Background: an optimization exercise with open tools, aiming at small area and a short achievable clock period. Do not read the settings as production practice. The RTL was checked by simulation tests, not by an equivalence proof against the original design. Power is estimated from default activity; no workload was simulated.

==> flow/design.v (excerpt) <==
module instruction_buffer_nway #(
    parameter int P_ENTRY_W  = 102,
    parameter int P_DEPTH    = 32,
    parameter int P_DEPTH_W  = 5,
    parameter int P_IN_WAYS  = 2,
    parameter int P_OUT_WAYS = 2,
    parameter int P_STOP_TH  = 26
) (
    input  logic                             iCLOCK,
    input  logic                             inRESET,
    input  logic                             iFREE_REFRESH,
    input  logic [P_IN_WAYS-1:0]             iPREVIOUS_VALID,
    input  logic [P_IN_WAYS*P_ENTRY_W-1:0]   iPREVIOUS_DATA,
    output logic                             oPREVIOUS_FETCH_STOP,
    output logic                             oPREVIOUS_LOCK,
    output logic [P_OUT_WAYS-1:0]            oNEXT_VALID,
    output logic [P_OUT_WAYS*P_ENTRY_W-1:0]  oNEXT_DATA,
    input  logic                             iNEXT_LOCK,
    output logic [P_DEPTH_W:0]               oCOUNT
);
Settings: LEC_CHECK=0, ABC_CLOCK_PERIOD_IN_PS=2800, CAP_MARGIN=20, CORE_MARGIN=2, CORE_UTILIZATION=45, CTS_CLUSTER_DIAMETER=70, CTS_CLUSTER_SIZE=24, SETUP_SLACK_MARGIN=3.2, SLEW_MARGIN=20; clock period 6.0 ns.
run.sh (not shown) runs the stock make flow with config.mk's settings and CLKGATE_MAP_FILE= SYNTH_SCRIPT=/design/flow/synth_recipe.tcl, a recipe that flattens the netlist after the stock synthesis.
==> next run, changes <==
- ABC_CLOCK_PERIOD_IN_PS: 2800 -> unset
- CORE_UTILIZATION: 45 -> 40
- CTS_CLUSTER_DIAMETER: 70 -> unset
- CTS_CLUSTER_SIZE: 24 -> unset
- SETUP_SLACK_MARGIN: 3.2 -> unset
After rerunning: The new run finished clean; combinational power rose by a few percent; routed wire length came out lower by a few percent; core utilization decreases by 4.5 points; design area went up by a few percent; global-route usage drops by 3.2 points; total power came out higher by about a fifth; register-to-register slack loses 0.57 ns.
==> next run, changes <==
- ABC_CLOCK_PERIOD_IN_PS: unset -> 2800
- CORE_UTILIZATION: 40 -> 50
- CTS_CLUSTER_DIAMETER: unset -> 70
- CTS_CLUSTER_SIZE: unset -> 28
- SETUP_SLACK_MARGIN: unset -> 3.2
What happened: The new run produced a clean layout. Hold slack is better by 0.012 ns. Worst setup slack is better by 1.6 ns. Sequential power is about the same. Clock skew is lower by 0.044 ns. Core utilization is higher by 10 points. Die area is lower by 20%. Count of clock-buffer cells in the layout is lower by 219. Non-clock buffer count is higher by 156. Wire length is higher by 3.7%. Sequential share of layout area is higher by 1.9 points. Final cell count is lower by 8.0%.
==> next run, changes <==
- ABC_CLOCK_PERIOD_IN_PS: 2800 -> unset
- CORE_UTILIZATION: 50 -> 70
- CTS_BUF_LIST: unset -> sky130_fd_sc_hd__clkbuf_8
- CTS_CLUSTER_DIAMETER: 70 -> 40
- CTS_CLUSTER_SIZE: 28 -> 20
The changed run went through all stages and came out clean. Hold slack degrades by 0.0091 ns. Cell count went down by 6.6%. Routed wire length goes down by 6.5%. Critical path depth stays the same. Worst setup slack degrades by 0.13 ns. Synthesized cell count does not change.

---

== rev 12 ==
Another version of the RTL of instruction_buffer_nway (not shown whole).
Size: ~6800 cells after synthesis, about 120000 µm² of cells after synthesis.
==> flow/design.v (excerpt) <==
module instruction_buffer_nway #(
    parameter int P_ENTRY_W  = 102,
    parameter int P_DEPTH    = 32,
    parameter int P_DEPTH_W  = 5,
    parameter int P_IN_WAYS  = 2,
    parameter int P_OUT_WAYS = 2,
    parameter int P_STOP_TH  = 26
) (
    input  logic                             iCLOCK,
    input  logic                             inRESET,
    input  logic                             iFREE_REFRESH,
    input  logic [P_IN_WAYS-1:0]             iPREVIOUS_VALID,
    input  logic [P_IN_WAYS*P_ENTRY_W-1:0]   iPREVIOUS_DATA,
    output logic                             oPREVIOUS_FETCH_STOP,
    output logic                             oPREVIOUS_LOCK,
    output logic [P_OUT_WAYS-1:0]            oNEXT_VALID,
    output logic [P_OUT_WAYS*P_ENTRY_W-1:0]  oNEXT_DATA,
    input  logic                             iNEXT_LOCK,
    output logic [P_DEPTH_W:0]               oCOUNT
);
    localparam int W  = P_ENTRY_W;
    localparam int NB = (P_DEPTH - 2) / 2;    
    localparam int CW = P_DEPTH_W + 1;
    logic [CW-1:0] count_q;
    logic z_q, e1_q, e3_q, ge2_q, ge3_q, ge4_q, lock_q, fstop_q;
    logic          rpar_q, wpar_q;
    logic [NB-1:0] re_q, ro_q, we_q, wo_q;
    logic [W-1:0] h0_q, h1_q;
    logic [W-1:0] ebank_q [NB];
    logic [W-1:0] obank_q [NB];
    logic [W-1:0] d0, d1;
    assign d0 = iPREVIOUS_DATA[0 +: W];
    assign d1 = iPREVIOUS_DATA[W +: W];
    logic rv, acc, a0, a1;
  ...
make LEC_CHECK=0 ABC_CLOCK_PERIOD_IN_PS=2800 CAP_MARGIN=20 CORE_MARGIN=2 CORE_UTILIZATION=60 CTS_CLUSTER_DIAMETER=70 CTS_CLUSTER_SIZE=30 SETUP_SLACK_MARGIN=3.2 SLEW_MARGIN=20 finish   # period 6.0 ns
Input changes introduced in rev 13 (baseline for comparison: rev 12):
diff --git a/flow/config.mk b/flow/config.mk
--- a/flow/config.mk
+++ b/flow/config.mk
@@ -12,3 +12,3 @@
 export CTS_CLUSTER_DIAMETER = 70
-export CTS_CLUSTER_SIZE = 30
+export CTS_CLUSTER_SIZE = 24
 export SETUP_SLACK_MARGIN = 3.2
### Flow results
Compared rev 13 against rev 12; via count within noise. Compared with rev 12, in rev 13 worst setup slack dropped 0.0082 ns, power consumption +0.34 mW, count of placed standard cells in the final layout, fillers left out comparable. Taking rev 12 as the reference point, the power share of the clock group of rev 13 rises by 0.5 points. ~same final instance area in rev 13 and rev 12. Sequential share of layout area across rev 13 and rev 12: no real change. Between rev 12 and rev 13, the adder-cell share of the synthesized area figures differ only marginally. | proportion of power drawn by flip-flops and latches | rev 13 vs rev 12 | 0.4 points lower |.

---

raven:
RTL: one of the versions met above, not the one the previous note started from.
For scale: ~6800 cells after synthesis, about 420 I/O pins, about 120000 um^2 of cells after synthesis.
Design instruction_buffer_nway, start of the top module:
module instruction_buffer_nway #(
    parameter int P_ENTRY_W  = 102,
    parameter int P_DEPTH    = 32,
    parameter int P_DEPTH_W  = 5,
    parameter int P_IN_WAYS  = 2,
    parameter int P_OUT_WAYS = 2,
    parameter int P_STOP_TH  = 26
) (
    input  logic                             iCLOCK,
    input  logic                             inRESET,
    input  logic                             iFREE_REFRESH,
    input  logic [P_IN_WAYS-1:0]             iPREVIOUS_VALID,
    input  logic [P_IN_WAYS*P_ENTRY_W-1:0]   iPREVIOUS_DATA,
    output logic                             oPREVIOUS_FETCH_STOP,
    output logic                             oPREVIOUS_LOCK,
    output logic [P_OUT_WAYS-1:0]            oNEXT_VALID,
    output logic [P_OUT_WAYS*P_ENTRY_W-1:0]  oNEXT_DATA,
    input  logic                             iNEXT_LOCK,
    output logic [P_DEPTH_W:0]               oCOUNT
);
Settings: LEC_CHECK=0, ABC_CLOCK_PERIOD_IN_PS=2800, CAP_MARGIN=20, CORE_MARGIN=2, CORE_UTILIZATION=70, CTS_CLUSTER_DIAMETER=70, CTS_CLUSTER_SIZE=24, SETUP_SLACK_MARGIN=3.2, SLEW_MARGIN=20; clock period 6.0 ns.
diff inputs: raven => nickel
Settings: SETUP_SLACK_MARGIN: 3.2 -> 3.1; CORE_UTILIZATION: 70 -> 55.
### Flow results
- nickel against raven: sequential cell count flat, die area up 49000 um^2, sequential cell power flat, total detailed-routing wirelength up 27000 um, worst setup skew after layout up 0.0081 ns.
- Worst setup path startpoint = re_q[2]: raven; worst setup path startpoint = re_q[1]: nickel
- The combinational power share reported for nickel is smaller than that of raven by 0.5 points.
- Cell count, raven and nickel, higher one = nickel.
- h1_q[70] as the endpoint of the worst setup timing path was reported by nickel, and h1_q[67] by raven.
- The share of the final layout cell area in sequential cells reported for nickel is smaller than that of raven by 0.56 points.
- Delta (nickel minus raven): non-clock buffer count has decreased; global-route usage has decreased.
## Diff of input files: harbor against nickel
Settings: changing SETUP_SLACK_MARGIN from 3.1 to 3.2; removing CTS_CLUSTER_SIZE (formerly 24); removing CTS_CLUSTER_DIAMETER (formerly 70); changing CORE_UTILIZATION from 55 to 60.
### Flow results
Lower maximum number of pins on one net before global-route repair goes to harbor over nickel. Compared with nickel, harbor shows overall power higher by 15%. Of the two candidates, nickel has the better worst hold margin and harbor the worse one. Delta (harbor minus nickel): combinational power share decreased by 1.5 points relative to the old numbers; number of standard-cell rows in the floorplan decreased by 7 relative to the old numbers; number of nets at the end of the flow increased by 3.1% relative to the old numbers; fraction of final layout cells with drive strength greater than 1 increased by 5.0 points relative to the old numbers; detail-routed via count per cell increased by about 2.3% relative to the old numbers. When the final numbers for nickel and harbor were put side by side, the transition time at the pin with the least slew margin turned out to be greater in nickel. Going from nickel to harbor, the initial core utilization was found to have gone up by 4.9 points.
For onyx, these inputs were changed with respect to harbor:
Settings: SETUP_SLACK_MARGIN now 3.3, was 3.2; CTS_CLUSTER_SIZE now 24, previously not set; CTS_CLUSTER_DIAMETER now 70, previously not set.
## What came out
Cmp onyx vs harbor: first-pass GRT wire length lower in onyx
onyx vs. harbor: number of multi-input combinational cells in the layout has remained practically unchanged; clock skew -0.026 ns; adder-cell share of the synthesized area stayed essentially flat.
Of harbor and onyx, the lower part of the cycle the worst path needs belongs to onyx.
Changes observed in onyx relative to harbor: via-per-instance ratio saw an increase, routed wire length saw an increase.
Relative to onyx, the following input files were edited for tundra:
Settings: CORE_UTILIZATION: 60 -> 55; SETUP_SLACK_MARGIN: 3.3 -> 3.2.
- In tundra the number of cells in the design after placement turned out 281 higher than in onyx.
- tundra vs onyx: total number of vias down slightly
- The die used by tundra is larger than the one used by onyx.
- Of tundra and onyx, the higher non-clock buffer contribution to total cell area belongs to onyx.
- Between tundra and onyx, it is tundra whose detailed placement HPWL is higher, by 2.8%.
- onyx reports its source of the critical timing path as h0_q[47] while tundra reports h0_q[45].
- Changes observed in tundra relative to onyx: setup slack rose 0.024 ns; area of the multi-input gates fell 1.1%; leakage power of the design fell about 2%; non-filler instance count after layout rose 222.
- Switching power share of the total: higher on tundra

==> static timing again, ports no longer ideal <==
In the flow no input, the clock included, has a driving cell. The finished layouts below were timed again as built, in two steps.
Step 1: set_driving_cell puts a clkbuf_16 on iCLOCK and a buf_2 on each other input, an assumption about the parent block.
Step 2 also shifts input and output timing later by t, the mid clock arrival at the registers, as if the neighbouring blocks saw the same clock.
a / b / c = ideal ports / drivers / drivers and shift; a / b = the first two.
run | shift t [ns] | setup slack, ns | hold WS [ns]
the first run of note 1 | 0.951 | 2.797 / 2.714 / 2.168 | 0.471 / 0.471 / 0.471
the second run of note 1 | 0.957 | 1.393 / 1.371 / 0.882 | 0.457 / 0.457 / 0.457
the third run of note 1 | 0.956 | 2.961 / 2.875 / 2.098 | 0.469 / 0.469 / 0.469
the fourth run of note 1 | 1.192 | 2.835 / 2.746 / 2.044 | 0.460 / 0.460 / 0.460
rev 12 | 0.951 | 2.923 / 2.728 / 2.006 | 0.484 / 0.484 / 0.484
rev 13 | 0.956 | 2.915 / 2.725 / 2.049 | 0.482 / 0.482 / 0.482
raven | 0.968 | 2.997 / 2.938 / 2.177 | 0.471 / 0.471 / 0.471
nickel | 0.952 | 2.982 / 2.916 / 2.123 | 0.467 / 0.467 / 0.467
harbor | 1.046 | 2.942 / 2.852 / 2.139 | 0.461 / 0.461 / 0.461
onyx | 0.972 | 3.002 / 2.906 / 2.305 | 0.490 / 0.490 / 0.490
tundra | 0.951 | 3.026 / 2.935 / 2.176 | 0.467 / 0.467 / 0.467
After both steps every run listed still meets setup and hold. For rev 12, which loses most, drivers alone change the setup slack by -0.195 ns; drivers and shift together by -0.917 ns.
